What follows belongs to an exercise in optimizing a design on an open flow for small area, a short achievable clock period and few clock cycles per item; a production flow would make more cautious choices. Where RTL was checked, it was by simulation tests only, not by an equivalence proof against the original. No functional check of the RTL was part of run 8. The clock port is modelled as an ideal driver; clocking choices that lean on that would not hold on a real chip.

File: design/flow/design.v
module anubis_round_engine #(
    parameter int ROUNDS = 12,
    parameter int IDXW   = 5
) (
    input  logic            clk,
    input  logic            reset,
    input  logic            in_valid,
    output logic            in_ready,
    input  logic [127:0]    in_dat,
    output logic [IDXW-1:0] rk_idx,
    input  logic [127:0]    rk_dat,
    output logic            out_valid,
    input  logic            out_ready,
    output logic [127:0]    out_dat
);
    localparam logic [63:0] PTAB = 64'h128769adcb450ef3;
    localparam logic [63:0] QTAB = 64'h81b7d40fc32a65e9;
    function automatic logic [3:0] pbox(input logic [3:0] x);
        pbox = PTAB[4*x +: 4];
    endfunction
    function automatic logic [3:0] qbox(input logic [3:0] x);
        qbox = QTAB[4*x +: 4];
    endfunction
    function automatic logic [7:0] sbox_front(input logic [7:0] x);
        logic [7:0] a, b;
        a          = {pbox(x[7:4]), qbox(x[3:0])};
        a          = {a[7:6], a[3:2], a[5:4], a[1:0]};
        b          = {qbox(a[7:4]), pbox(a[3:0])};
        sbox_front = {b[7:6], b[3:2], b[5:4], b[1:0]};
    endfunction
    function automatic logic [7:0] sbox_back(input logic [7:0] b);
        sbox_back = {pbox(b[7:4]), qbox(b[3:0])};
    endfunction
    function automatic logic [7:0] x2(input logic [7:0] x);
        x2 = {x[6:0], 1'b0} ^ (x[7] ? 8'h1d : 8'h00);
    endfunction
    function automatic logic [7:0] x4(input logic [7:0] x);
        x4 = x2(x2(x));
    endfunction
    function automatic logic [7:0] byte_of(input logic [127:0] v, input int unsigned n);
        byte_of = v[8*(15-n) +: 8];
    endfunction
    function automatic logic [31:0] theta_mix(input logic [31:0] g);
        logic [7:0] g0, g1, g2, g3, d01, d02, d13, d23;
        g0  = g[31:24];
        g1  = g[23:16];
        g2  = g[15:8];
        g3  = g[7:0];
        d01 = g0 ^ g1;
        d02 = g0 ^ g2;
        d13 = g1 ^ g3;
        d23 = g2 ^ g3;
        theta_mix = {x2(d13) ^ x4(d23),
                     x2(d02) ^ x4(d23),
                     x2(d13) ^ x4(d01),
                     x2(d02) ^ x4(d01)};
    endfunction
    logic [127:0] ra, rb;              
    logic         ph;                  
    logic [1:0]   busy;                
    logic [3:0]   rc0, rc1;            
    logic         ld;                  
    logic         mix_en;              
    logic         stall;
    logic [127:0] f_vec, g_vec, mix_vec, ra_nxt;
    assign stall   = out_valid & ~out_ready;
    assign in_ready = ld;
    assign out_dat = ra;
    always_comb begin
        for (int unsigned i = 0; i < 4; i++)
            for (int unsigned j = 0; j < 4; j++)
                f_vec[8*(15-(4*i+j)) +: 8] = sbox_front(byte_of(ra, 4*j+i));
        for (int unsigned n = 0; n < 16; n++)
            g_vec[8*(15-n) +: 8] = sbox_back(byte_of(rb, n));
        for (int unsigned i = 0; i < 4; i++)
            mix_vec[32*(3-i) +: 32] = theta_mix(g_vec[32*(3-i) +: 32]);
        ra_nxt = (ld ? in_dat : g_vec) ^ rk_dat ^ (mix_vec & {128{mix_en}});
    end
    always_ff @(posedge clk) begin
        if (!stall) begin
            ra <= ra_nxt;
            rb <= f_vec;
        end
    end
    logic       nph;
    logic [1:0] busy_n;
    logic [3:0] rc_cur, rc_oth, rc_cur_n;
    logic       fin;
    assign rc_cur = ph ? rc1 : rc0;
    assign rc_oth = ph ? rc0 : rc1;
    always_comb begin
        nph      = ~ph;
        busy_n   = busy;
        rc_cur_n = rc_cur;
        fin      = 1'b0;
        if (busy[ph]) begin
            if (rc_cur == 4'(ROUNDS)) begin
                busy_n[ph] = 1'b0;
                fin        = 1'b1;
            end
            rc_cur_n = rc_cur + 4'd1;
        end else if (ld && in_valid) begin
            busy_n[ph] = 1'b1;
            rc_cur_n   = 4'd1;
        end
    end
    always_ff @(posedge clk) begin
        if (reset) begin
            ph        <= 1'b0;
            busy      <= 2'b00;
            rc0       <= 4'd0;
            rc1       <= 4'd0;
            ld        <= 1'b1;
            mix_en    <= 1'b0;
            out_valid <= 1'b0;
            rk_idx    <= '0;
        end else if (!stall) begin
            ph        <= nph;
            busy      <= busy_n;
            if (ph) rc1 <= rc_cur_n;
            else    rc0 <= rc_cur_n;
            out_valid <= fin;
            ld        <= ~busy[nph] & ~fin & ~(ld & in_valid);
            mix_en    <= busy[nph] & (rc_oth != 4'(ROUNDS));
            rk_idx    <= busy[nph] ? IDXW'(rc_oth) : '0;
        end
    end
endmodule
File: design/flow/flow/run.sh
#!/bin/bash
# Standard synthesis, then the combinational logic re-mapped by ABC for area
# (flip-flops untouched), then the standard layout from floorplan on, with
# small input-port buffers and stronger output-port buffers.
set -euo pipefail
WORK=$(pwd)
R=$WORK/orfs/results/$FLOW_PLATFORM/anubis_round_engine/base
YOSYS=$(command -v yosys || echo "$FLOW_HOME/../tools/install/yosys/bin/yosys")
bash standard.sh synth > synth_std.log 2>&1
cp "$R/1_2_yosys.v" "$WORK/std_synth.v"
PLATFORM_LIB=$FLOW_HOME/platforms/sky130hd/lib/sky130_fd_sc_hd__tt_025C_1v80.lib \
NET_IN=$WORK/std_synth.v NET_OUT=$WORK/remap.v ABC_ARGS="-D 2000" \
    "$YOSYS" -c flow/remap.tcl > remap.log 2>&1
cp "$WORK/remap.v" "$R/1_2_yosys.v"
rm -f "$R/1_synth.odb" "$R/1_synth.sdc"
export PRE_RESIZE_TCL=$WORK/flow/outbuf.tcl
export POST_CTS_TCL=$WORK/flow/post_cts.tcl
bash standard.sh BUFFER_PORTS_ARGS="-inputs -buffer_cell sky130_fd_sc_hd__buf_1" finish > layout.log 2>&1
File: design/flow/flow/outbuf.tcl
# Buffer the output ports with a stronger buffer than the input ports get.
buffer_ports -outputs -buffer_cell sky130_fd_sc_hd__buf_2
File: design/flow/flow/post_cts.tcl
# Area recovery: downsize gates off the critical paths while keeping the
# setup slack the repair aimed for.
repair_timing -recover_power 100 -setup_margin $::env(SETUP_SLACK_MARGIN) -verbose
detailed_placement
File: design/flow/flow/remap.tcl
# Re-map the combinational logic of the standard synthesis netlist for area.
# Flip-flops stay the instances (names and cell types) the standard synthesis made.
yosys -import
set LIB $::env(PLATFORM_LIB)
read_liberty -ignore_miss_func -ignore_miss_dir $LIB
read_verilog $::env(NET_IN)
hierarchy -top $::env(FLOW_TOP)
blackbox sky130_fd_sc_hd__df* sky130_fd_sc_hd__edf* sky130_fd_sc_hd__sdf* sky130_fd_sc_hd__dl* sky130_fd_sc_hd__sedf* sky130_fd_sc_hd__conb_1
flatten
opt -purge
abc {*}$::env(ABC_ARGS) -liberty $LIB -dont_use sky130_fd_sc_hd__probe_p_8 -dont_use sky130_fd_sc_hd__probec_p_8 -dont_use sky130_fd_sc_hd__lpflow_*
opt_clean -purge
hilomap -singleton -hicell sky130_fd_sc_hd__conb_1 HI -locell sky130_fd_sc_hd__conb_1 LO
splitnets
opt_clean -purge
stat -liberty $LIB

write_verilog -noattr -nohex -nodec $::env(NET_OUT)
File: design/flow/standard.sh
#!/bin/bash
# synth_recipe.tcl (not shown) runs the flow's synth.tcl, then flattens the netlist and writes it again
# the make line also repeats each setting of config.mk as NAME=value (left out here)
make -C /OpenROAD-flow-scripts/flow DESIGN_CONFIG=/design/flow/config.mk WORK_HOME=/design/flow/orfs CLKGATE_MAP_FILE= SYNTH_SCRIPT=/design/flow/synth_recipe.tcl "${@:-finish}"
File: design/flow/config.mk
export PLATFORM = sky130hd
export DESIGN_NAME = anubis_round_engine
export DESIGN_NICKNAME = anubis_round_engine
export VERILOG_FILES = /design/flow/design.v
export SDC_FILE = /design/flow/constraint.sdc
export NUM_CORES = 4
export LEC_CHECK = 0
export CAP_MARGIN = 20
export CORE_MARGIN = 2
export CORE_UTILIZATION = 50
export CTS_BUF_LIST = sky130_fd_sc_hd__clkbuf_16 sky130_fd_sc_hd__clkbuf_8
export CTS_CLUSTER_DIAMETER = 80
export CTS_CLUSTER_SIZE = 30
export PLACE_DENSITY = 0.6
export SETUP_SLACK_MARGIN = 4.15
export SLEW_MARGIN = 20
File: design/flow/constraint.sdc
create_clock -name core_clock -period 7.0 [get_ports {clk}]
set_input_delay 1.4000 -clock core_clock [delete_from_list [all_inputs] [get_ports {clk}]]
set_output_delay 1.4000 -clock core_clock [all_outputs]
set_load 0.01 [all_outputs]
==> reports/summary.txt, run 1 <==
Status - finished clean
Vias - 22437
Overflow left after global routing - 0
Worst slew pin tran - 1.04 ns
Inst Count DP - 3962
All-Layer GR Usage - 27.4%
CTS tree - yes
Initial Util - 50.6%
Slowest cell delay on critical path - 0.67 ns
Place WS - 3.37 ns
N_diodes - 0
Final instance area - 0.0287 mm²
CP delay by family, top - flip-flops
Placement Rows - 81
Area grow syn2layout - 15.9%
Rel. slew slack - 30.5%
Final HPWL DP - 56000 µm
Final Routed Wirelength - 73400 µm
Hold WS - 0.473 ns
Die Wd - 227 µm
Final hold vios - 0
Crit share post-route - 40.7%
Buffers on Ports - 259
Final worst slack - 4.15 ns
Hold WC Path Type - reg2reg
Worst path required time - 5.60 ns
Gpl congestion - 0.908
Setup TNS - 0 ns
Worst Setup Start Kind - flip-flop
Fin crit period - 2.85 ns
F_max - 351 MHz
Cells after Synth - 2898
CTS sink count - 274
Final net count - 3613
Core Area - 0.0490 mm²
Clock skew - 0.0409 ns
Reg clk slew, reported paths - 0.08 ns
Crit path DAT - 1.45 ns
Die ar. - 0.0514 mm²
Wire length per cell - 18.2 µm
Critical-path top delay cell - dfxtp_2
Die Y - 227 µm
Initial DRC count - 1534
Finished Layout Cells - 4034
Syn Area/Cell - 8.56 µm²
Drt drc - 0
Clock latency on the worst-skew pair - 0.58 ns
Initial antenna violation count - 0
First-pass GRT wire length - 110000 µm
CP cell instances - clkbuf_1
Crit Path Max Fanout - 15
Max Cap Viol - 0
Largest net degree at the start of global routing - 95
RSZ-0062 raised after global routing - yes
Final setup viols - 0
Vias in the first global route - 20739
Vias per cell - 5.56
Setup crit end kind - output pin
Buf/Inv on CP - 1
Critical path class - reg2out
Mapped Area - 0.0248 mm²
TritonRoute pass-1 iters - 5
Mapped Nets - 3158
Layout cells sized above 1 - 4.36%
Number of top-level pins - 395
Slew Limit Fails - 0
Synth warnings - 1
Routed Antenna Nets - 0
DP Area - 0.0274 mm²
sequential cells by signal, summed over array words and instances (netlist names), named ones only:
register and count:
rc1 4, out_valid 1, rc0 4, rk_idx 4, ld 1, mix_en 1, ra 128, rb 128
ph 1
placed cells by master (no fill, tap or decap), types with 20 or more instances in the layout:
| master | n |
|---|---|
| edfxtp_1 | 256 |
| mux2i_1 | 107 |
| clkbuf_16 | 23 |
| nor3b_1 | 23 |
| and2_0 | 22 |
| buf_1 | 259 |
| a21oi_1 | 216 |
| nor3_1 | 33 |
| nand2b_1 | 63 |
| nor2_1 | 227 |
| buf_4 | 27 |
| clkbuf_1 | 136 |
| nand3_1 | 33 |
| xnor2_1 | 479 |
| nor2b_1 | 104 |
| xnor2_2 | 20 |
| or2_0 | 24 |
| o21ai_0 | 306 |
| clkinv_1 | 87 |
| xor2_1 | 241 |
| nand2_1 | 358 |
| o211ai_1 | 20 |
final timing paths:
path                            depth (start not counted)                   start                     end  slack [ns]
worst max-delay path                                    1         ld$_SDFFE_PP1N_                in_ready        4.15
worst min-delay path                                    2  rk_idx[2]$_SDFFE_PP0N_  rk_idx[2]$_SDFFE_PP0N_        0.47
worst max register to register                          7       rb[119]$_DFFE_PN_       ra[107]$_DFFE_PN_        4.21
worst min register to register                          2  rk_idx[2]$_SDFFE_PP0N_  rk_idx[2]$_SDFFE_PP0N_        0.47
worst min-delay path: stages, from the launching register on:
cell     delay (ns)
dfxtp_1        0.32
nand2_1        0.05
a21oi_1        0.05
metal layers:
layer,GRT usage (%),up-vias,part of all wire [%]
li1,-,11065,-
met1,36.7,10603,44
met2,46.4,627,47
met3,2.37,142,4.8
met4,9.47,0,3.7
met5,0,-,0
cell type report:
type / count / area [µm²]
Clock buffer: 23 / 576
Clock inverter: 19 / 243
Fill cell: 4530 / 20200
Inverter: 88 / 357
Multi-Input combinational cell: 2536 / 16900
Sequential cell: 274 / 8050
Tap cell: 664 / 831
Timing Repair Buffer: 429 / 1800
Timing Repair inverter: 1 / 8.76
through the flow:
stage / util, %
after global placement: 54.6
after detailed placement: 55.9
final: 58.7
after global routing: 58.7
after floorplan: -
Testbench counts, summed over its fixed seeds: cycles 6,680, items 512.
==> inputs of run 2 (changes only) <==
--- a/design/flow/flow/run.sh
+++ b/design/flow/flow/run.sh
@@ -15,4 +15,4 @@
 rm -f "$R/1_synth.odb" "$R/1_synth.sdc"
 export PRE_RESIZE_TCL=$WORK/flow/outbuf.tcl
-export POST_CTS_TCL=$WORK/flow/post_cts.tcl
+export CTS_ARGS="-sink_clustering_enable -repair_clock_nets -sink_clustering_size 30 -sink_clustering_max_diameter 80 -buf_list {sky130_fd_sc_hd__clkbuf_16 sky130_fd_sc_hd__clkbuf_8} -dont_use_dummy_load"
 bash standard.sh BUFFER_PORTS_ARGS="-inputs -buffer_cell sky130_fd_sc_hd__buf_1" finish > layout.log 2>&1
--- a/design/flow/config.mk
+++ b/design/flow/config.mk
@@ -13,4 +13,4 @@
 export CTS_CLUSTER_SIZE = 30
 export PLACE_DENSITY = 0.6
-export SETUP_SLACK_MARGIN = 4.15
+export SETUP_SLACK_MARGIN = 4.1
 export SLEW_MARGIN = 20
removed: design/flow/flow/post_cts.tcl
==> reports/summary.txt, run 2 <==
RSZ-0062 raised after global routing - no
Fin crit period - 2.83 ns (-0.0151 ns)
Number of top-level pins - 395 (unchanged)
Crit Path Max Fanout - 18 (+3)
Cells after Synth - 2898 (unchanged)
Final Routed Wirelength - 73500 µm (+0.21%)
Max Cap Viol - 0 (unchanged)
Gpl congestion - 0.926 (+2.0%)
Initial antenna violation count - 1 (+1)
Overflow left after global routing - 0 (unchanged)
Final instance area - 0.0285 mm² (-0.79%)
Clk buf depth - 3
Worst path required time - 5.60 ns (about the same)
All-Layer GR Usage - 27.5% (+0.11 points)
Rel. slew slack - 32.8% (+2.3 points)
Placement Rows - 81 (unchanged)
Hold path depth - 2 (unchanged)
CTS tree - yes
F_max - 353 MHz (+0.53%)
Setup TNS - 0 ns (unchanged)
Most frequent cells in the layout - xnor2_1 (480), nand2_1 (358), o21ai_0 (306), buf_1 (259), edfxtp_1 (256)
Vias in the first global route - 20418 (-1.5%)
Routed Antenna Nets - 0 (unchanged)
CTS sink count - 274 (unchanged)
Crit path DAT - 1.43 ns (-0.02 ns)
CP delay by family, top - flip-flops
Clock latency on the worst-skew pair - 0.56 ns (-0.02 ns)
H-tree Lvls - 1
Vias - 22217 (-0.98%)
Area grow syn2layout - 15.0%
Final net count - 3601 (-0.33%)
Initial Util - 50.6% (unchanged)
Drt drc - 0 (unchanged)
Slew Limit Fails - 0 (unchanged)
CP cell instances - buf_2
Critical-path top delay cell - dfxtp_4
Reg clk slew, reported paths - 0.08 ns (about the same)
Die Wd - 227 µm (unchanged)
Vias per cell - 5.55 (-0.21%)
Setup crit end kind - output pin
Fillers - 4521 (-0.20%)
N_diodes - 0 (unchanged)
Synth warnings - 1 (unchanged)
TritonCTS buffer count - 22
DP Area - 0.0274 mm² (about the same)
Largest net degree at the start of global routing - 131 (+38%)
Mapped Area - 0.0248 mm² (unchanged)
Final hold vios - 0 (unchanged)
Status - finished clean
Mapped Nets - 3158 (unchanged)
Syn Area/Cell - 8.56 µm² (unchanged)
Hold WC Path Type - reg2reg
First-pass GRT wire length - 110000 µm (-0.14%)
Die Y - 227 µm (unchanged)
Root buffer cell - clkbuf_16
Slowest cell delay on critical path - 0.63 ns (-0.04 ns)
Clock skew - 0.0330 ns (-0.00789 ns)
Final HPWL DP - 56300 µm (+0.49%)
Initial DRC count - 1348 (-12%)
Core Area - 0.0490 mm² (unchanged)
TritonRoute pass-1 iters - 5 (unchanged)
Final setup viols - 0 (unchanged)
Most common cell after layout, fill and taps aside - xnor2_1
Die ar. - 0.0514 mm² (unchanged)
Crit share post-route - 40.5% (-0.22 points)
Worst slew pin tran - 1.00 ns (-0.0424 ns)
Worst Setup Start Kind - flip-flop
Critical path class - reg2out
Layout cells sized above 1 - 7.46% (+3.1 points)
Hold WS - 0.456 ns (-0.0166 ns)
Buffers on Ports - 259 (unchanged)
FF-to-FF path depth - 7 (unchanged)
Wire length per cell - 18.4 µm (+0.98%)
Top flop regs - ra: 128 flops, rb: 128 flops
Critical path depth in cells - 1 (unchanged)
Buf/Inv on CP - 1 (unchanged)
run 2: tightest hold or removal path, delay by kind of cell, from the launching register on:
| family | cells | cell delay [ns] |
|---|---|---|
| compound gates | 1 | 0.05 |
| flops | 1 | 0.31 |
| simple gates | 1 | 0.05 |
run 2: metal layers:
layer | up-vias | routed length, µm | global-route usage, %
li1 | 10997 | - | -
met1 | 10512 | 33200 | 37.2
met2 | 589 | 34600 | 46.1
met3 | 117 | 3450 | 2.79
met4 | 2 | 2270 | 8.87
met5 | - | 13 | 0
run 2: final timing paths:
path                       endpoint  slack [ns]                   start
max                        in_ready        4.17         ld$_SDFFE_PP1N_
min          rk_idx[2]$_SDFFE_PP0N_        0.46  rk_idx[2]$_SDFFE_PP0N_
max reg2reg        ra[84]$_DFFE_PN_        4.18        rb[78]$_DFFE_PN_
min reg2reg  rk_idx[2]$_SDFFE_PP0N_        0.46  rk_idx[2]$_SDFFE_PP0N_
run 2: timing repair:
item | in CTS | in global routing
hold endpoints to repair | 0 | 0
gates resized for setup | 24 | 43
cloned | 1 | 0
pin swaps | 0 | 7
hold buffers | 0 | 0
endpoints found under the setup margin | 34 | 43
setup buffers | 1 | 18
run 2: final cells by class:
type / count / area (µm²) / share of cell area [%]
timing repair inverter: 1 / 16.3 / 0.0571
timing repair buffer: 418 / 1830 / 6.44
sequential: 274 / 8060 / 28.3
tap: 664 / 831 / 2.91
clock buffer: 22 / 551 / 1.93
multi-input combinational: 2536 / 16900 / 59.1
inverter: 88 / 360 / 1.26
run 2: metrics by stage:
stage	std cells	setup slack, ns	utilization (%)
after global placement	3827	3.48	54.5
after detailed placement	3961	3.45	55.9
after CTS	3985	4.07	57.4
final	4003	4.17	58.2
after global routing	4003	4.05	58.2
after floorplan	2898	3.94	-
==> inputs of run 3 (changes only) <==
--- a/design/flow/flow/run.sh
+++ b/design/flow/flow/run.sh
@@ -15,4 +15,4 @@
 rm -f "$R/1_synth.odb" "$R/1_synth.sdc"
 export PRE_RESIZE_TCL=$WORK/flow/outbuf.tcl
-export CTS_ARGS="-sink_clustering_enable -repair_clock_nets -sink_clustering_size 30 -sink_clustering_max_diameter 80 -buf_list {sky130_fd_sc_hd__clkbuf_16 sky130_fd_sc_hd__clkbuf_8} -dont_use_dummy_load"
+export CTS_ARGS="-sink_clustering_enable -repair_clock_nets -sink_clustering_size 40 -sink_clustering_max_diameter 100 -buf_list {sky130_fd_sc_hd__clkbuf_16} -dont_use_dummy_load"
 bash standard.sh BUFFER_PORTS_ARGS="-inputs -buffer_cell sky130_fd_sc_hd__buf_1" finish > layout.log 2>&1
--- a/design/flow/config.mk
+++ b/design/flow/config.mk
@@ -13,4 +13,4 @@
 export CTS_CLUSTER_SIZE = 30
 export PLACE_DENSITY = 0.6
-export SETUP_SLACK_MARGIN = 4.1
+export SETUP_SLACK_MARGIN = 4.2
 export SLEW_MARGIN = 20
==> reports/summary.txt, run 3 <==
Final setup viols - 0 (unchanged)
Area grow syn2layout - 15.2%
Layout cells sized above 1 - 7.94% (+0.48 points)
CP delay by family, top - XOR/XNOR gates
Top flop regs - ra: 128 flops, rb: 128 flops
Fillers - 4522 (+0.022%)
H-tree Lvls - 1 (unchanged)
Mapped Nets - 3158 (unchanged)
Slew Limit Fails - 0 (unchanged)
Hold WS - 0.470 ns (+0.0135 ns)
Final hold vios - 0 (unchanged)
Rel. slew slack - 31.8% (-0.99 points)
Hold path depth - 2 (unchanged)
Slack of the worst reg-to-reg path - 4.21 ns (+0.03 ns)
Routed Antenna Nets - 0 (unchanged)
Final Routed Wirelength - 73000 µm (-0.65%)
Max Cap Viol - 0 (unchanged)
Wire length per cell - 18.2 µm (-0.68%)
Drt drc - 0 (unchanged)
Synth warnings - 1 (unchanged)
RSZ-0062 raised after global routing - yes
Die ar. - 0.0514 mm² (unchanged)
Number of hold buffers added after cts - 0 (unchanged)
Most frequent cells in the layout - xnor2_1 (473), nand2_1 (358), o21ai_0 (306), buf_1 (259), edfxtp_1 (256)
Crit share post-route - 39.8% (-0.63 points)
Overflow left after global routing - 0 (unchanged)
CTS tree - yes
Crit Path Max Fanout - 7 (-11)
Vias in the first global route - 20598 (+0.88%)
Die Wd - 227 µm (unchanged)
Core Area - 0.0490 mm² (unchanged)
FF-to-FF Start - rb[31]$_DFFE_PN_
Setup crit end kind - flip-flop
FF-to-FF End - ra[11]$_DFFE_PN_
Number of top-level pins - 395 (unchanged)
Vias - 22260 (+0.19%)
Most common cell after layout, fill and taps aside - xnor2_1
Crit path DAT - 3.04 ns (+1.61 ns)
Clock skew - 0.0292 ns (-0.00382 ns)
Largest net degree at the start of global routing - 95 (-27%)
Cells after Synth - 2898 (unchanged)
Placement Rows - 81 (unchanged)
Initial DRC count - 1610 (+19%)
Mapped Area - 0.0248 mm² (unchanged)
Initial Util - 50.6% (unchanged)
First-pass GRT wire length - 109000 µm (-0.62%)
Critical-path top delay cell - edfxtp_1
Root buffer cell - clkbuf_16
Finished Layout Cells - 4004 (+0.025%)
FF-to-FF path depth - 8 (+1)
Slowest cell delay on critical path - 0.50 ns (-0.13 ns)
Die Y - 227 µm (unchanged)
Inst Count DP - 3962 (+0.025%)
Initial antenna violation count - 1 (unchanged)
Min-delay src - rk_idx[2]$_SDFFE_PP0N_
Hold EP - rk_idx[2]$_SDFFE_PP0N_
Worst path required time - 7.26 ns (+1.66 ns)
CTS sink count - 274 (unchanged)
Buffers on Ports - 259 (unchanged)
Final net count - 3601 (unchanged)
Hold WC Path Type - reg2reg
Clock latency on the worst-skew pair - 0.54 ns (-0.02 ns)
CP cell instances - nor3_1 > a21oi_1 > xor2_1 > xor2_2 > xor2_1 > xnor2_1 > mux2i_1 > xnor2_1
Vias per cell - 5.56 (+0.17%)
Final HPWL DP - 56000 µm (-0.49%)
Fin crit period - 2.79 ns (-0.0443 ns)
F_max - 359 MHz (+1.6%)
Worst slew pin tran - 1.02 ns (+0.0233 ns)
Syn Area/Cell - 8.56 µm² (unchanged)
Reg clk slew, reported paths - 0.08 ns (about the same)
Buf/Inv on CP - 0 (-1)
TritonRoute pass-1 iters - 6 (+1)
Worst Setup Start Kind - flip-flop
Status - finished clean
Setup TNS - 0 ns (unchanged)
All-Layer GR Usage - 27.2% (-0.26 points)
Critical path class - reg2reg
Gpl congestion - 0.908 (-1.9%)
TritonCTS buffer count - 16 (-27%)
Clk buf depth - 3 (unchanged)
-- run 3: final cells by class --
class / instances / area (µm²) / share of cell area (%)
multi-input cells: 2536 / 17000 / 59.5
flip-flops and latches: 274 / 8060 / 28.2
repair buffers: 424 / 1920 / 6.72
well taps: 664 / 831 / 2.91
clock buffers: 16 / 400 / 1.40
inverters: 88 / 357 / 1.25
repair inverters: 1 / 16.3 / 0.0569
diodes: 1 / 2.50 / 0.00876
-- run 3: layer usage --
metal	routed length (µm)	part of all wire [%]	global-route usage [%]
met2	35200	48	46.6
met5	20	0.027	0
met4	2030	2.8	8.60
met1	32500	44	36.7
met3	3350	4.6	2.00
-- run 3: worst max-delay path by stage --
stage / cells after the start / startpoint / to / slack (ns)
5_1_grt: 7 / rb[23]$_DFFE_PN_ / ra[11]$_DFFE_PN_ / 4.08
2_1_floorplan: 5 / out_ready / flip-flop / 3.94
6_report: 8 / rb[31]$_DFFE_PN_ / ra[11]$_DFFE_PN_ / 4.21
3_5_place_dp: 4 / out_ready / ra[98]$_DFFE_PN_ / 3.37
4_1_cts: 8 / rb[23]$_DFFE_PN_ / ra[11]$_DFFE_PN_ / 4.14
3_3_place_gp: 4 / out_ready / rb[100]$_DFFE_PN_ / 3.40
-- run 3: repair_timing --
| item | in CTS | in global routing |
|---|---|---|
| setup endpoints to repair | 110 | 50 |
| gates cloned | 1 | 0 |
| pin swaps | 2 | 7 |
| setup buffers | 9 | 15 |
| gates resized for setup | 40 | 50 |
-- run 3: tightest hold or removal path, stage by stage (launching register included) --
cell and delay (ns):
dfxtp_1 0.32, nand2_1 0.05, a21oi_1 0.05
-- run 3: per-stage QoR --
stage | utilization, % | instance area (µm²) | worst slack [ns]
final | 58.3 | 28600 | 4.21
after global routing | 58.3 | 28600 | 4.08
after CTS | 57.4 | 28100 | 4.14
after detailed placement | 55.9 | 27400 | 3.37
after global placement | 54.6 | 26700 | 3.40
after floorplan | - | 24800 | 3.94
==> inputs of run 4 (changes only) <==
--- a/design/flow/flow/run.sh
+++ b/design/flow/flow/run.sh
@@ -10,9 +10,8 @@
 cp "$R/1_2_yosys.v" "$WORK/std_synth.v"
 PLATFORM_LIB=$FLOW_HOME/platforms/sky130hd/lib/sky130_fd_sc_hd__tt_025C_1v80.lib \
-NET_IN=$WORK/std_synth.v NET_OUT=$WORK/remap.v ABC_ARGS="-D 2000" \
+NET_IN=$WORK/std_synth.v NET_OUT=$WORK/remap.v A_SCRIPT=$WORK/flow/stage.abc B_SCRIPT=$WORK/flow/stage.abc \
     "$YOSYS" -c flow/remap.tcl > remap.log 2>&1
 cp "$WORK/remap.v" "$R/1_2_yosys.v"
 rm -f "$R/1_synth.odb" "$R/1_synth.sdc"
 export PRE_RESIZE_TCL=$WORK/flow/outbuf.tcl
-export CTS_ARGS="-sink_clustering_enable -repair_clock_nets -sink_clustering_size 40 -sink_clustering_max_diameter 100 -buf_list {sky130_fd_sc_hd__clkbuf_16} -dont_use_dummy_load"
 bash standard.sh BUFFER_PORTS_ARGS="-inputs -buffer_cell sky130_fd_sc_hd__buf_1" finish > layout.log 2>&1
==> design/flow/flow/remap.tcl (replaced) <==
# Re-map the combinational logic of the standard synthesis netlist.
# Flip-flops stay the instances (names and cell types) the standard synthesis made.
# The logic in front of ra (stage B) and rb (stage A) is mapped with its own
# ABC script, the rest (control) with yosys's default script.
yosys -import
set LIB $::env(PLATFORM_LIB)
read_liberty -ignore_miss_func -ignore_miss_dir $LIB
read_verilog $::env(NET_IN)
hierarchy -top $::env(FLOW_TOP)
blackbox sky130_fd_sc_hd__df* sky130_fd_sc_hd__edf* sky130_fd_sc_hd__sdf* sky130_fd_sc_hd__dl* sky130_fd_sc_hd__sedf* sky130_fd_sc_hd__conb_1
flatten
opt -purge
set DU "-dont_use sky130_fd_sc_hd__probe_p_8 -dont_use sky130_fd_sc_hd__probec_p_8 -dont_use sky130_fd_sc_hd__lpflow_*"
set FF "sky130_fd_sc_hd__edfxtp_1,sky130_fd_sc_hd__dfxtp_1"
select -set bd {c:ra*} {%ci:+[D]}
select -set bcone @bd %ci*:-$FF
abc -script $::env(B_SCRIPT) -liberty $LIB {*}$DU @bcone {t:$_*} %i
select -clear
select -set ad {c:rb*} {%ci:+[D]}
select -set acone @ad %ci*:-$FF
abc -script $::env(A_SCRIPT) -liberty $LIB {*}$DU @acone {t:$_*} %i
select -clear
abc -liberty $LIB {*}$DU
opt_clean -purge
hilomap -singleton -hicell sky130_fd_sc_hd__conb_1 HI -locell sky130_fd_sc_hd__conb_1 LO
splitnets
opt_clean -purge
stat -liberty $LIB
write_verilog -noattr -nohex -nodec $::env(NET_OUT)
==> design/flow/flow/stage.abc (new file) <==
strash; &get -n; &fraig -x; &put; scorr; dc2; strash; &get -n; &dch -f; &nf; &put; topo; stime
--- a/design/flow/config.mk
+++ b/design/flow/config.mk
@@ -13,4 +13,4 @@
 export CTS_CLUSTER_SIZE = 30
 export PLACE_DENSITY = 0.6
-export SETUP_SLACK_MARGIN = 4.2
+export SETUP_SLACK_MARGIN = 4.3
 export SLEW_MARGIN = 20
==> reports/summary.txt, run 4 <==
Critical path class - reg2reg
Most frequent cells in the layout - xnor2_1 (473), nand2_1 (313), o21ai_0 (288), buf_1 (259), edfxtp_1 (256)
Most Frequent Cell on Critical Path - xnor2_1
Routed Antenna Nets - 0 (unchanged)
Vias per cell - 5.60 (+0.66%)
Synth warnings - 1 (unchanged)
Slew Limit Fails - 0 (unchanged)
Hold path depth - 2 (unchanged)
Drt drc - 0 (unchanged)
All-Layer GR Usage - 29.0% (+1.7 points)
Status - finished clean
Final hold vios - 0 (unchanged)
Syn Area/Cell - 8.72 µm² (+2.0%)
Crit share post-route - 39.6% (-0.24 points)
Crit path DAT - 3.08 ns (+0.04 ns)
N_diodes - 0 (-1)
Area grow syn2layout - 23.5%
Final Routed Wirelength - 80100 µm (+9.6%)
Wire length per cell - 19.2 µm (+5.3%)
H-tree Lvls - 1 (unchanged)
Initial DRC count - 1635 (+1.6%)
Worst path required time - 7.31 ns (+0.05 ns)
Number of hold buffers added after cts - 0 (unchanged)
CTS sink count - 274 (unchanged)
Most common cell after layout, fill and taps aside - xnor2_1
Final net count - 3735 (+3.7%)
Crit Path Max Fanout - 8 (+1)
Final HPWL DP - 57000 µm (+1.7%)
Initial antenna violation count - 1 (unchanged)
Top flop regs - ra: 128 flops, rb: 128 flops
Fin crit period - 2.77 ns (-0.0165 ns)
Die ar. - 0.0519 mm² (+0.96%)
Setup TNS - 0 ns (unchanged)
Root buffer cell - clkbuf_16
Largest net degree at the start of global routing - 100 (+5.3%)
Reg clk slew, reported paths - 0.07 ns (about the same)
Buffers on Ports - 259 (unchanged)
Core Area - 0.0498 mm² (+1.7%)
Max Cap Viol - 0 (unchanged)
Overflow left after global routing - 0 (unchanged)
Worst slew pin tran - 1.14 ns (+0.114 ns)
Gpl congestion - 0.902 (-0.74%)
F_max - 361 MHz (+0.60%)
Rel. slew slack - 24.0% (-7.8 points)
Final instance area - 0.0309 mm² (+8.3%)
Clock latency on the worst-skew pair - 0.57 ns (+0.03 ns)
Die Wd - 228 µm (+0.48%)
Number of top-level pins - 395 (unchanged)
Vias - 23320 (+4.8%)
Setup crit end kind - flip-flop
DP Area - 0.0276 mm² (+0.96%)
Worst Setup Start Kind - flip-flop
FF-to-FF path depth - 6 (-2)
Cells after Synth - 2870 (-0.97%)
Hold WC Path Type - reg2reg
Initial Util - 50.3% (-0.34 points)
RSZ-0062 raised after global routing - yes
Slowest cell delay on critical path - 0.97 ns (+0.47 ns)
Die Y - 228 µm (+0.48%)
Placement Rows - 82 (+1.2%)
Critical-path top delay cell - o32ai_1
Final setup viols - 0 (unchanged)
First-pass GRT wire length - 119000 µm (+8.6%)
Mapped Nets - 3130 (-0.89%)
TritonCTS buffer count - 26 (+10)
CP cell instances - nor2b_1 > o32ai_1 > xor2_1 > xnor2_1 > nand2_1 > xnor2_1
Clk buf depth - 3 (unchanged)
Clock skew - 0.0187 ns (-0.0105 ns)
Mapped Area - 0.0250 mm² (+0.98%)
CTS tree - yes
Vias in the first global route - 21775 (+5.7%)
TritonRoute pass-1 iters - 5 (-1)
Layout cells sized above 1 - 13.5% (+5.6 points)
[run 4: final timing paths]
check	end	start	slack [ns]
max	ra[47]$_DFFE_PN_	rb[63]$_DFFE_PN_	4.23
min	rk_idx[0]$_SDFFE_PP0N_	rk_idx[0]$_SDFFE_PP0N_	0.47
max reg2reg	ra[47]$_DFFE_PN_	rb[63]$_DFFE_PN_	4.23
min reg2reg	rk_idx[0]$_SDFFE_PP0N_	rk_idx[0]$_SDFFE_PP0N_	0.47
[run 4: stage by stage]
step | utilization [%] | cells | worst slack [ns] | hold slack [ns]
after global routing | 62.1 | 4167 | 4.19 | 0.484
after CTS | 59.7 | 4073 | 4.16 | 0.470
final | 62.1 | 4167 | 4.23 | 0.471
after floorplan | - | 2870 | 4.12 | 0.434
after detailed placement | 55.5 | 3940 | 3.43 | 0.458
after global placement | 54.2 | 3806 | 3.50 | 0.450
[run 4: area by class of cell]
| cell class | count | area [µm²] |
|---|---|---|
| fillers | 4330 | 18800 |
| multi-input cells | 2519 | 17700 |
| flip-flops and latches | 274 | 8060 |
| repair buffers | 576 | 3140 |
| well taps | 672 | 841 |
| clock buffers | 27 | 676 |
| inverters | 77 | 333 |
| clock inverters | 21 | 205 |
| repair inverters | 1 | 16.3 |
[run 4: critical path: cells and delay by family, from the launching register on]
kind | cells | cell delay (ns)
AND/OR/NAND/NOR | 2 | 0.31
flip-flops | 1 | 0.51
AO/OA/AOI/OAI | 1 | 0.97
XOR/XNOR | 3 | 0.72
[run 4: per-layer routing]
layer	track usage [%]	vias up	wire, µm
li1	-	11316	-
met1	37.1	11170	34000
met2	50.8	702	39300
met3	3.54	132	4310
met4	9.07	0	2570
met5	0	-	0
[run 4: what timing repair did]
action,in CTS,in global routing
pin swaps,7,17
setup buffers,80,93
cloned,5,0
endpoints found under the setup margin,195,83
resized for setup,74,73
==> inputs of run 5 (changes only) <==
--- a/design/flow/config.mk
+++ b/design/flow/config.mk
@@ -13,4 +13,4 @@
 export CTS_CLUSTER_SIZE = 30
 export PLACE_DENSITY = 0.6
-export SETUP_SLACK_MARGIN = 4.3
+export SETUP_SLACK_MARGIN = 4.15
 export SLEW_MARGIN = 20
==> reports/summary.txt, run 5 <==
Fin crit period - 2.81 ns (+0.0376 ns)
FF-to-FF path depth - 6 (unchanged)
FF-to-FF End - ra[47]$_DFFE_PN_
Overflow left after global routing - 0 (unchanged)
Synth warnings - 1 (unchanged)
TritonCTS buffer count - 22 (-15%)
Largest net degree at the start of global routing - 112 (+12%)
Clk buf depth - 3 (unchanged)
Final setup viols - 0 (unchanged)
Initial antenna violation count - 0 (-1)
Worst setup startpoint - ld$_SDFFE_PP1N_
Area grow syn2layout - 15.8%
CP delay by family, top - flip-flops
Slowest cell delay on critical path - 0.48 ns (-0.49 ns)
Worst Setup Start Kind - flip-flop
Inst Count DP - 3942 (+0.051%)
All-Layer GR Usage - 27.2% (-1.8 points)
Rel. slew slack - 26.5% (+2.5 points)
Routed Antenna Nets - 0 (unchanged)
Mapped Nets - 3130 (unchanged)
Placement Rows - 82 (unchanged)
F_max - 356 MHz (-1.3%)
Slew Limit Fails - 0 (unchanged)
CP cell instances - buf_16 > buf_2
RSZ-0062 raised after global routing - yes
Seq. cell area - 0.00806 mm² (unchanged)
Crit path DAT - 1.41 ns (-1.67 ns)
First-pass GRT wire length - 112000 µm (-5.7%)
Hold WS - 0.464 ns (-0.00669 ns)
FF-to-FF Start - rb[63]$_DFFE_PN_
Most common cell after layout, fill and taps aside - xnor2_1
Status - finished clean
Worst path required time - 5.60 ns (-1.71 ns)
Most frequent cells in the layout - xnor2_1 (487), nand2_1 (313), o21ai_0 (290), buf_1 (259), edfxtp_1 (256)
Layout cells sized above 1 - 7.80% (-5.7 points)
Clock latency on the worst-skew pair - 0.56 ns (about the same)
Crit Path Max Fanout - 21 (+13)
Slack of the worst reg-to-reg path - 4.21 ns (-0.02 ns)
Final Routed Wirelength - 75200 µm (-6.1%)
Finished Layout Cells - 3993 (-4.2%)
Critical-path top delay cell - dfxtp_4
TritonRoute pass-1 iters - 5 (unchanged)
Initial Util - 50.3% (unchanged)
Mapped Area - 0.0250 mm² (unchanged)
Crit share post-route - 40.1% (+0.54 points)
CTS sink count - 274 (unchanged)
Min-delay src - rk_idx[0]$_SDFFE_PP0N_
Initial DRC count - 1465 (-10%)
Top flop regs - ra: 128 flops, rb: 128 flops
Buffers on Ports - 259 (unchanged)
N_diodes - 0 (unchanged)
Cells after Synth - 2870 (unchanged)
Drt drc - 0 (unchanged)
Final hold vios - 0 (unchanged)
Max Cap Viol - 0 (unchanged)
Clock skew - 0.0223 ns (+0.00363 ns)
Root buffer cell - clkbuf_16
Final net count - 3566 (-4.5%)
Place WS - 3.51 ns (+0.0845 ns)
Die ar. - 0.0519 mm² (unchanged)
Fillers - 4490 (+3.7%)
Gpl congestion - 0.928 (+2.9%)
H-tree Lvls - 1 (unchanged)
Final HPWL DP - 57200 µm (+0.39%)
Syn Area/Cell - 8.72 µm² (unchanged)
Reg clk slew, reported paths - 0.08 ns (about the same)
Critical path class - reg2out
Hold path depth - 2 (unchanged)
Buf/Inv on CP - 2 (+2)
CTS tree - yes
Vias - 22444 (-3.8%)
Die Y - 228 µm (unchanged)
Hold WC Path Type - reg2reg
Worst slew pin tran - 1.10 ns (-0.0381 ns)
Core Area - 0.0498 mm² (unchanged)
Die Wd - 228 µm (unchanged)
Hold EP - rk_idx[0]$_SDFFE_PP0N_
Setup crit end kind - output pin
Vias in the first global route - 20762 (-4.7%)
Wire length per cell - 18.8 µm (-2.0%)
Final worst slack - 4.19 ns (-0.0376 ns)
Vias per cell - 5.62 (+0.44%)
Area occupied by multi-input gates - 0.0172 mm² (-2.6%)
Number of top-level pins - 395 (unchanged)
Number of hold buffers added after cts - 0 (unchanged)
Setup TNS - 0 ns (unchanged)
## run 5: timing repair
action / 4_1_cts / 5_1_grt
pin swaps: 1 / 3
gates cloned: 0 / 2
endpoints found under the setup margin: 38 / 127
setup buffers: 4 / 6
resized for setup: 32 / 51
## run 5: per-stage QoR
stage | instance area (µm²) | util, %
final | 29000 | 58.2
after global placement | 27000 | 54.2
after CTS | 28500 | 57.3
after detailed placement | 27600 | 55.5
after floorplan | 25100 | -
after global routing | 29000 | 58.2
## run 5: tightest hold or removal path: cells and delay by family, from the launching register on
| family | cells | cell delay (ns) |
|---|---|---|
| DFF | 1 | 0.32 |
| AOI/OAI and AO/OA | 1 | 0.05 |
| and+or+nand+nor | 1 | 0.05 |
## run 5: worst max path at each step
stage	to	cells after the start
2_1_floorplan	rc0[0]$_SDFFE_PP0P_	4
6_report	in_ready	2
5_1_grt	ra[43]$_DFFE_PN_	8
4_1_cts	ra[4]$_DFFE_PN_	7
3_5_place_dp	mix_en$_SDFFE_PP0N_	6
3_3_place_gp	mix_en$_SDFFE_PP0N_	6
## run 5: cell type report
cell class | instances | share of cell area [%]
clock buffers | 23 | 1.99
clock inverters | 16 | 0.501
inverters | 77 | 1.11
multi-input cells | 2519 | 59.3
flip-flops and latches | 274 | 27.8
well taps | 672 | 2.90
repair buffers | 412 | 6.38
## run 5: routing by layer
layer | part of all wire [%] | vias up | global-route usage (%)
met5 | 0 | - | 0
met4 | 3.6 | 0 | 9.17
met3 | 5.0 | 153 | 2.74
met2 | 49 | 619 | 47.4
met1 | 43 | 10678 | 35.1
li1 | - | 10994 | -
==> inputs of run 6 (changes only) <==
==> design/flow/flow/outbuf.tcl (replaced) <==
# Buffer the output ports with a stronger buffer than the input ports get.
buffer_ports -outputs -buffer_cell sky130_fd_sc_hd__buf_2
# Let repair_design split the high-fanout control nets into buffer trees.
set_max_fanout 20 [current_design]
==> reports/summary.txt, run 6 <==
Mapped Area - 0.0250 mm² (unchanged)
Clk buf depth - 3 (unchanged)
RSZ-0062 raised after global routing - yes
Status - finished clean
Met1 Usage GRT - 36.6% (+1.5 points)
F_max - 354 MHz (-0.66%)
Gpl congestion - 0.928 (unchanged)
Vias in the first global route - 21386 (+3.0%)
Worst slew pin tran - 1.07 ns (-0.0245 ns)
N_diodes - 0 (unchanged)
Crit share post-route - 40.4% (+0.27 points)
Critical path endpoint - in_ready
Final HPWL DP - 60100 µm (+5.1%)
Final Routed Wirelength - 76600 µm (+1.9%)
Slew Limit Fails - 0 (unchanged)
Met3 Track Usage GR - 2.26% (-0.48 points)
Number of hold buffers added after cts - 0 (unchanged)
GRT met2 Usage - 50.0% (+2.6 points)
Routed Antenna Nets - 0 (unchanged)
Root buffer cell - clkbuf_16
Setup TNS - 0 ns (unchanged)
Overflow left after global routing - 0 (unchanged)
First-pass GRT wire length - 116000 µm (+3.5%)
Core Area - 0.0498 mm² (unchanged)
Setup crit end kind - output pin
Wire length per cell - 19.0 µm (+0.77%)
Final hold vios - 0 (unchanged)
Post-Route Utilization - 59.2% (+0.96 points)
Area grow syn2layout - 17.7%
TritonCTS buffer count - 23 (+4.5%)
CTS sink count - 274 (unchanged)
Initial antenna violation count - 2 (+2)
All-Layer GR Usage - 28.2% (+1.0 points)
Crit path DAT - 1.43 ns (+0.02 ns)
Layer with the highest usage - met2
Most common cell after layout, fill and taps aside - xnor2_1
Syn Area/Cell - 8.72 µm² (unchanged)
Die Wd - 228 µm (unchanged)
Synth warnings - 1 (unchanged)
Initial Util - 50.3% (unchanged)
Vias - 22568 (+0.55%)
Final net count - 3609 (+1.2%)
Worst path required time - 5.60 ns (about the same)
Clock skew - 0.0176 ns (-0.00474 ns)
FF-to-FF path depth - 9 (+3)
Most frequent cells in the layout - xnor2_1 (482), nand2_1 (313), o21ai_0 (290), buf_1 (259), edfxtp_1 (256)
Worst setup startpoint - ld$_SDFFE_PP1N_
Drt drc - 0 (unchanged)
Slack of the worst reg-to-reg path - 4.24 ns (+0.03 ns)
FF-to-FF Start - rb[55]$_DFFE_PN_
Fin crit period - 2.83 ns (+0.0187 ns)
Initial DRC count - 1573 (+7.4%)
Layout cells sized above 1 - 8.94% (+1.1 points)
Top flop regs - ra: 128 flops, rb: 128 flops
Clock latency on the worst-skew pair - 0.58 ns (+0.02 ns)
Cells after Synth - 2870 (unchanged)
Crit Path Max Fanout - 4 (-81%)
Worst Setup Start Kind - flip-flop
Rel. slew slack - 28.2% (+1.6 points)
Vias per cell - 5.59 (-0.57%)
H-tree Lvls - 1 (unchanged)
Die Y - 228 µm (unchanged)
Max Cap Viol - 0 (unchanged)
TritonRoute pass-1 iters - 5 (unchanged)
Hold WS - 0.465 ns (+0.000639 ns)
Largest net degree at the start of global routing - 25 (-78%)
Number of top-level pins - 395 (unchanged)
FF-to-FF End - ra[36]$_DFFE_PN_
Critical path class - reg2out
Hold WC Path Type - reg2reg
Reg clk slew, reported paths - 0.09 ns (about the same)
Die ar. - 0.0519 mm² (unchanged)
Mapped Nets - 3130 (unchanged)
Buffers on Ports - 259 (unchanged)
Placement Rows - 82 (unchanged)
CTS tree - yes
Final setup viols - 0 (unchanged)
==> run 6: layer usage <==
| metal | wire, µm | up-vias |
|---|---|---|
| li1 | - | 11065 |
| met1 | 33500 | 10805 |
| met2 | 37700 | 576 |
| met3 | 3230 | 122 |
| met4 | 2200 | 0 |
| met5 | 0 | - |
==> run 6: worst min path at each step <==
stage | from | end | depth (start not counted)
after floorplan | rc1[2]$_SDFFE_PP0P_ | rc1[2]$_SDFFE_PP0P_ | 2
final | rk_idx[0]$_SDFFE_PP0N_ | rk_idx[0]$_SDFFE_PP0N_ | 2
after CTS | rk_idx[0]$_SDFFE_PP0N_ | rk_idx[0]$_SDFFE_PP0N_ | 2
after global routing | rk_idx[0]$_SDFFE_PP0N_ | rk_idx[0]$_SDFFE_PP0N_ | 2
after global placement | rc1[0]$_SDFFE_PP0P_ | rc1[0]$_SDFFE_PP0P_ | 1
after detailed placement | rk_idx[0]$_SDFFE_PP0N_ | rk_idx[0]$_SDFFE_PP0N_ | 2
==> run 6: timing repair <==
action / CTS / global route
setup endpoints to repair: 377 / 133
hold endpoints to repair: 0 / 0
gates resized for setup: 145 / 69
setup buffers: 6 / 14
pin swaps: 1 / 7
==> run 6: critical path, cell delays in order (launching register included) <==
cell and delay (ns):
dfxtp_4 0.37, buf_8 0.13, buf_12 0.12, buf_8 0.11
buf_6 0.11
==> run 6: layout make-up <==
type | instances | area (µm²)
fillers | 4456 | 20300
repair buffers | 454 | 2200
flip-flops and latches | 274 | 8060
clock buffers | 23 | 576
inverters | 77 | 320
clock inverters | 19 | 210
well taps | 672 | 841
multi-input cells | 2519 | 17300
==> run 6: through the flow <==
step | area (µm²) | setup slack (ns) | cells
after floorplan | 25100 | 4.12 | 2870
after global placement | 27000 | 3.57 | 3808
after detailed placement | 28000 | 0.371 | 3976
after CTS | 28900 | 4.14 | 4024
after global routing | 29500 | 4.08 | 4038
final | 29500 | 4.17 | 4038
==> inputs of run 7 (changes only) <==
--- a/design/flow/config.mk
+++ b/design/flow/config.mk
@@ -9,7 +9,7 @@
 export CORE_MARGIN = 2
 export CORE_UTILIZATION = 50
-export CTS_BUF_LIST = sky130_fd_sc_hd__clkbuf_16 sky130_fd_sc_hd__clkbuf_8
-export CTS_CLUSTER_DIAMETER = 80
-export CTS_CLUSTER_SIZE = 30
+export CTS_BUF_LIST = sky130_fd_sc_hd__clkbuf_16
+export CTS_CLUSTER_DIAMETER = 120
+export CTS_CLUSTER_SIZE = 24
 export PLACE_DENSITY = 0.6
 export SETUP_SLACK_MARGIN = 4.15
==> reports/summary.txt, run 7 <==
TritonRoute pass-1 iters - 5 (unchanged)
Root buffer cell - clkbuf_16
First-pass GRT wire length - 116000 µm (-0.46%)
Setup TNS - 0 ns (unchanged)
Most common cell after layout, fill and taps aside - xnor2_1
Setup crit end kind - output pin
Final hold vios - 0 (unchanged)
Critical-path top delay cell - dfxtp_4
Number of top-level pins - 395 (unchanged)
Clock skew - 0.0125 ns (-0.00507 ns)
Hold EP - rk_idx[0]$_SDFFE_PP0N_
Number of hold buffers added after cts - 0 (unchanged)
Final HPWL DP - 60100 µm (unchanged)
Worst slew pin tran - 1.02 ns (-0.0538 ns)
Initial antenna violation count - 1 (-1)
Most frequent cells in the layout - xnor2_1 (485), nand2_1 (313), o21ai_0 (290), buf_1 (259), edfxtp_1 (256)
Worst setup startpoint - ld$_SDFFE_PP1N_
Hold WS - 0.465 ns (-0.000187 ns)
TritonCTS buffer count - 15 (-35%)
Critical path class - reg2out
Initial DRC count - 1605 (+2.0%)
Met1 Usage GRT - 36.5% (-0.15 points)
F_max - 356 MHz (+0.75%)
Rel. slew slack - 31.7% (+3.6 points)
Syn Area/Cell - 8.72 µm² (unchanged)
Area grow syn2layout - 16.0%
Vias per cell - 5.60 (+0.14%)
Top flop regs - ra: 128 flops, rb: 128 flops
CP cell instances - buf_8 > buf_12 > buf_8 > buf_6
Slew Limit Fails - 0 (unchanged)
Cells after Synth - 2870 (unchanged)
Max Cap Viol - 0 (unchanged)
Inst Count DP - 3976 (unchanged)
All-Layer GR Usage - 28.1% (-0.14 points)
Crit path DAT - 1.41 ns (-0.02 ns)
Final setup viols - 0 (unchanged)
Final Routed Wirelength - 75900 µm (-0.94%)
Reg clk slew, reported paths - 0.10 ns (about the same)
Clock latency on the worst-skew pair - 0.52 ns (-0.06 ns)
Slowest cell delay on critical path - 0.38 ns (about the same)
CTS sink count - 274 (unchanged)
H-tree Lvls - 1 (unchanged)
Placement Rows - 82 (unchanged)
Crit Path Max Fanout - 10 (+6)
Layer with the highest usage - met2
Initial Util - 50.3% (unchanged)
Overflow left after global routing - 0 (unchanged)
Final net count - 3598 (-0.30%)
Die Y - 228 µm (unchanged)
Clk buf depth - 3 (unchanged)
Buffers on Ports - 259 (unchanged)
Gpl congestion - 0.928 (unchanged)
Crit share post-route - 40.1% (-0.30 points)
Hold WC Path Type - reg2reg
Wire length per cell - 18.9 µm (-0.37%)
Vias in the first global route - 21276 (-0.51%)
Mapped Nets - 3130 (unchanged)
Mapped Area - 0.0250 mm² (unchanged)
FF-to-FF Start - rb[54]$_DFFE_PN_
Met3 Track Usage GR - 2.24% (-0.025 points)
CTS tree - yes
Die Wd - 228 µm (unchanged)
Core Area - 0.0498 mm² (unchanged)
Slack of the worst reg-to-reg path - 4.22 ns (-0.02 ns)
RSZ-0062 raised after global routing - yes
Die ar. - 0.0519 mm² (unchanged)
Routed Antenna Nets - 0 (unchanged)
Most Frequent Cell on Critical Path - buf_8
Synth warnings - 1 (unchanged)
Finished Layout Cells - 4015 (-0.57%)
Vias - 22470 (-0.43%)
Status - finished clean
Largest net degree at the start of global routing - 26 (+4.0%)
Worst Setup Start Kind - flip-flop
Fin crit period - 2.81 ns (-0.0211 ns)
Layout cells sized above 1 - 8.17% (-0.77 points)
FF-to-FF path depth - 8 (-1)
Min-delay src - rk_idx[0]$_SDFFE_PP0N_
Drt drc - 0 (unchanged)
FF-to-FF End - ra[43]$_DFFE_PN_
Hold path depth - 2 (unchanged)
GRT met2 Usage - 49.8% (-0.25 points)
Worst path required time - 5.60 ns (about the same)
## run 7: repair_timing
item | in CTS | in global routing
pin swaps | 1 | 6
resized for setup | 150 | 60
setup endpoints to repair | 377 | 86
buffers inserted | 5 | 12
## run 7: through the flow
step                utilization [%]  instance area, µm²  setup slack, ns
detailed placement             56.2               28000            0.371
global route                   58.4               29000             4.05
global placement               54.2               27000             3.57
finish                         58.4               29000             4.19
floorplan                         -               25100             4.12
CTS                            57.4               28600             4.15
## run 7: final cells by class
cell class / instances / area [µm²]
antenna: 1 / 2.50
clock buffer: 16 / 400
clock inverter: 5 / 26.3
fill: 4475 / 20700
inverter: 77 / 320
multi-input combinational: 2519 / 17200
sequential: 274 / 8060
tap: 672 / 841
timing repair buffer: 451 / 2200
## run 7: worst max-delay path, delay by kind of cell, from the launching register on
| kind | cells | cell delay (ns) |
|---|---|---|
| flip-flops | 1 | 0.38 |
| buffers and inverters | 4 | 0.51 |
## run 7: per-layer routing
layer  vias up  share of wire (%)
li1      11035                  -
met1     10733                 44
met2       591                 49
met3       111                4.4
met4         0                2.8
met5         -                  0
## run 7: how the worst max path moves through the flow
stage / slack, ns / cells past startpoint / end
after floorplan: 4.12 / 4 / rc0[0]$_SDFFE_PP0P_
after global placement: 3.57 / 6 / mix_en$_SDFFE_PP0N_
after detailed placement: 0.37 / 8 / ra[0]$_DFFE_PN_
after CTS: 4.15 / 4 / in_ready
after global routing: 4.05 / 8 / ra[43]$_DFFE_PN_
final: 4.19 / 4 / in_ready
==> inputs of run 8 (changes only) <==
--- a/design/flow/design.v
+++ b/design/flow/design.v
@@ -62,4 +62,5 @@
     logic         ld;                  
     logic         mix_en;              
+    logic         free;                
     logic         stall;
     logic [127:0] f_vec, g_vec, mix_vec, ra_nxt;
@@ -75,5 +76,5 @@
         for (int unsigned i = 0; i < 4; i++)
             mix_vec[32*(3-i) +: 32] = theta_mix(g_vec[32*(3-i) +: 32]);
-        ra_nxt = (ld ? in_dat : g_vec) ^ rk_dat ^ (mix_vec & {128{mix_en}});
+        ra_nxt = (free ? in_dat : g_vec) ^ rk_dat ^ (mix_vec & {128{mix_en}});
     end
     always_ff @(posedge clk) begin
@@ -113,4 +114,5 @@
             ld        <= 1'b1;
             mix_en    <= 1'b0;
+            free      <= 1'b1;
             out_valid <= 1'b0;
             rk_idx    <= '0;
@@ -123,4 +125,5 @@
             ld        <= ~busy[nph] & ~fin & ~(ld & in_valid);
             mix_en    <= busy[nph] & (rc_oth != 4'(ROUNDS));
+            free      <= ~busy[nph];
             rk_idx    <= busy[nph] ? IDXW'(rc_oth) : '0;
         end
--- a/design/flow/config.mk
+++ b/design/flow/config.mk
@@ -9,7 +9,7 @@
 export CORE_MARGIN = 2
 export CORE_UTILIZATION = 50
-export CTS_BUF_LIST = sky130_fd_sc_hd__clkbuf_16
-export CTS_CLUSTER_DIAMETER = 120
-export CTS_CLUSTER_SIZE = 24
+export CTS_BUF_LIST = sky130_fd_sc_hd__clkbuf_16 sky130_fd_sc_hd__clkbuf_8
+export CTS_CLUSTER_DIAMETER = 80
+export CTS_CLUSTER_SIZE = 30
 export PLACE_DENSITY = 0.6
 export SETUP_SLACK_MARGIN = 4.15
==> reports/summary.txt, run 8 <==
Top flop regs - ra: 128 flops, rb: 128 flops
Syn Area/Cell - 8.70 µm² (-0.28%)
Clock latency on the worst-skew pair - 0.57 ns (+0.05 ns)
DP Area - 0.0280 mm² (about the same)
Layout cells sized above 1 - 8.66% (+0.49 points)
Worst Setup Start Kind - flip-flop
H-tree Lvls - 1 (unchanged)
Rel. slew slack - 32.5% (+0.80 points)
Final HPWL DP - 59500 µm (-0.94%)
Wire length per cell - 18.7 µm (-1.1%)
Mapped Area - 0.0251 mm² (+0.13%)
Initial antenna violation count - 0 (-1)
Hold WC Path Type - reg2reg
TritonCTS buffer count - 22 (+7)
Setup TNS - 0 ns (unchanged)
Clk buf depth - 3 (unchanged)
Placement Rows - 82 (unchanged)
Final hold vios - 0 (unchanged)
Worst slew pin tran - 1.01 ns (-0.0105 ns)
F_max - 355 MHz (-0.38%)
Most common cell after layout, fill and taps aside - xnor2_1
Clock skew - 0.0241 ns (+0.0116 ns)
CTS tree - yes
Vias in the first global route - 21218 (-0.27%)
FF-to-FF End - ra[58]$_DFFE_PN_
Drt drc - 0 (unchanged)
Number of hold buffers added after cts - 0 (unchanged)
All-Layer GR Usage - 27.9% (-0.12 points)
Fin crit period - 2.82 ns (+0.0108 ns)
Crit path DAT - 3.12 ns (+1.71 ns)
Max Cap Viol - 0 (unchanged)
Largest net degree at the start of global routing - 21 (-19%)
Critical path class - reg2reg
Final worst slack - 4.18 ns (-0.0108 ns)
Vias - 22483 (+0.058%)
Initial DRC count - 1556 (-3.1%)
Vias per cell - 5.56 (-0.68%)
Setup crit end kind - flip-flop
Crit Path Max Fanout - 7 (-3)
Overflow left after global routing - 0 (unchanged)
Number of top-level pins - 395 (unchanged)
Routed Antenna Nets - 0 (unchanged)
TritonRoute pass-1 iters - 6 (+1)
Final setup viols - 0 (unchanged)
Status - finished clean
Buffers on Ports - 259 (unchanged)
FF-to-FF path depth - 7 (-1)
First-pass GRT wire length - 115000 µm (about the same)
Die ar. - 0.0519 mm² (+0.13%)
Crit share post-route - 40.2% (+0.15 points)
Cells after Synth - 2882 (+0.42%)
Core Area - 0.0499 mm² (+0.21%)
RSZ-0062 raised after global routing - yes
Final net count - 3617 (+0.53%)
CTS sink count - 275 (+0.36%)
Initial Util - 50.3% (about the same)
Worst path required time - 7.31 ns (+1.71 ns)
Mapped Nets - 3142 (+0.38%)
N_diodes - 0 (-1)
Die Y - 228 µm (about the same)
Fillers - 4550 (+1.7%)
Hold path depth - 2 (unchanged)
Min-delay src - rk_idx[0]$_SDFFE_PP0N_
Synth warnings - 1 (unchanged)
FF-to-FF Start - rb[38]$_DFFE_PN_
Slew Limit Fails - 0 (unchanged)
Root buffer cell - clkbuf_16
Area grow syn2layout - 17.1%
Die Wd - 228 µm (about the same)
Place WS - 0.848 ns (+0.476 ns)
Slack of the worst reg-to-reg path - 4.18 ns (-0.04 ns)
Hold EP - rk_idx[0]$_SDFFE_PP0N_
Final Routed Wirelength - 75600 µm (-0.36%)
Reg clk slew, reported paths - 0.08 ns (-0.02 ns)
Gpl congestion - 0.888 (-4.3%)
Final instance area - 0.0293 mm² (+1.0%)
Most frequent cells in the layout - xnor2_1 (496), nand2_1 (335), o21ai_0 (305), buf_1 (259), edfxtp_1 (256)
## run 8: cell types whose count changed in the layout (fill, tap and decap cells not counted), sizes merged, moves of 14 or more
cell    previous run  this run
nand2            314       335
nand2b            66        83
nor2             207       186
nor2b            119       104
o21ai            295       311
xnor2            507       521
xor2             262       243
## run 8: per-stage QoR
step / cells / util, % / hold WS, ns
global placement: 3819 / 54.1 / 0.465
CTS: 4030 / 58.0 / 0.470
finish: 4045 / 58.9 / 0.472
detailed placement: 3986 / 56.1 / 0.450
global route: 4045 / 58.9 / 0.519
floorplan: 2882 / - / 0.436
## run 8: routing by layer
metal	global-route usage (%)	up-vias	wire, µm	share of wire, %
met2	48.0	682	36100	48
li1	-	11077	-	-
met3	3.66	128	4310	5.7
met5	0	-	0	0
met4	7.35	0	2040	2.7
met1	37.1	10596	33100	44
## run 8: critical path, cell delays in order (launching register included)
cell and delay, ns:
edfxtp_1 0.46, nand2b_1 0.16, a21boi_0 0.29, mux2i_2 0.44, xnor2_1 0.38, xnor2_1 0.22
o21ai_0 0.46, xnor2_1 0.13
## run 8: worst max path at each step
stage / slack (ns) / depth (start not counted) / startpoint / to
final: 4.18 / 7 / rb[38]$_DFFE_PN_ / ra[58]$_DFFE_PN_
after global routing: 4.04 / 8 / rb[38]$_DFFE_PN_ / ra[58]$_DFFE_PN_
after CTS: 4.12 / 9 / out_ready / rc1[2]$_SDFFE_PP0P_
after detailed placement: 0.85 / 8 / free$_SDFFE_PP1N_ / ra[92]$_DFFE_PN_
after global placement: 3.41 / 4 / out_ready / rb[10]$_DFFE_PN_
after floorplan: 4.09 / 4 / out_ready / rc0[0]$_SDFFE_PP0P_
## run 8: layout make-up
class | count | area (µm²) | area share (%)
clock inverter | 16 | 156 | 0.533
tap | 672 | 841 | 2.86
sequential | 275 | 8080 | 27.5
timing repair buffer | 451 | 2110 | 7.20
clock buffer | 24 | 589 | 2.01
inverter | 86 | 350 | 1.19
multi-input combinational | 2521 | 17200 | 58.7
## run 8: what timing repair did
| action | in CTS | in global routing |
|---|---|---|
| buffers inserted | 4 | 15 |
| gates resized for setup | 155 | 62 |
| pin swaps | 2 | 10 |
| endpoints found under the setup margin | 362 | 155 |

port drivers added, routing unchanged:
Ports are ideal in the flow. The routed layouts listed here were re-timed in OpenROAD. Step 1: set_driving_cell puts a clkbuf_16 on clk and a buf_2 on each other input, an assumption about the parent block. Step 2, shift: input delay + t, output delay - t, t = (earliest + latest rising clock arrival at the registers) / 2. This alone moves slack from input paths to output paths. a / b / c = no drivers / after step 1 / after step 2; a / b = the first two.
run	t (ns)	setup WS [ns]	hold slack, ns
run 1	0.626	4.153 / 4.091 / 3.623	0.473 / 0.473 / 0.473
run 2	0.603	4.168 / 4.108 / 3.668	0.456 / 0.456 / 0.456
run 3	0.581	4.212 / 4.182 / 3.897	0.470 / 0.470 / 0.470
run 4	0.630	4.229 / 4.210 / 3.761	0.471 / 0.471 / 0.471
run 5	0.615	4.191 / 4.130 / 3.697	0.464 / 0.464 / 0.464
run 6	0.632	4.173 / 4.113 / 3.636	0.465 / 0.465 / 0.465
run 7	0.573	4.194 / 4.131 / 3.694	0.465 / 0.465 / 0.465
run 8	0.615	4.183 / 4.124 / 3.664	0.472 / 0.472 / 0.472
After both steps every run listed still meets setup and hold. For run 6, which loses most, drivers alone change the setup slack by -0.060 ns; drivers and shift together by -0.537 ns.
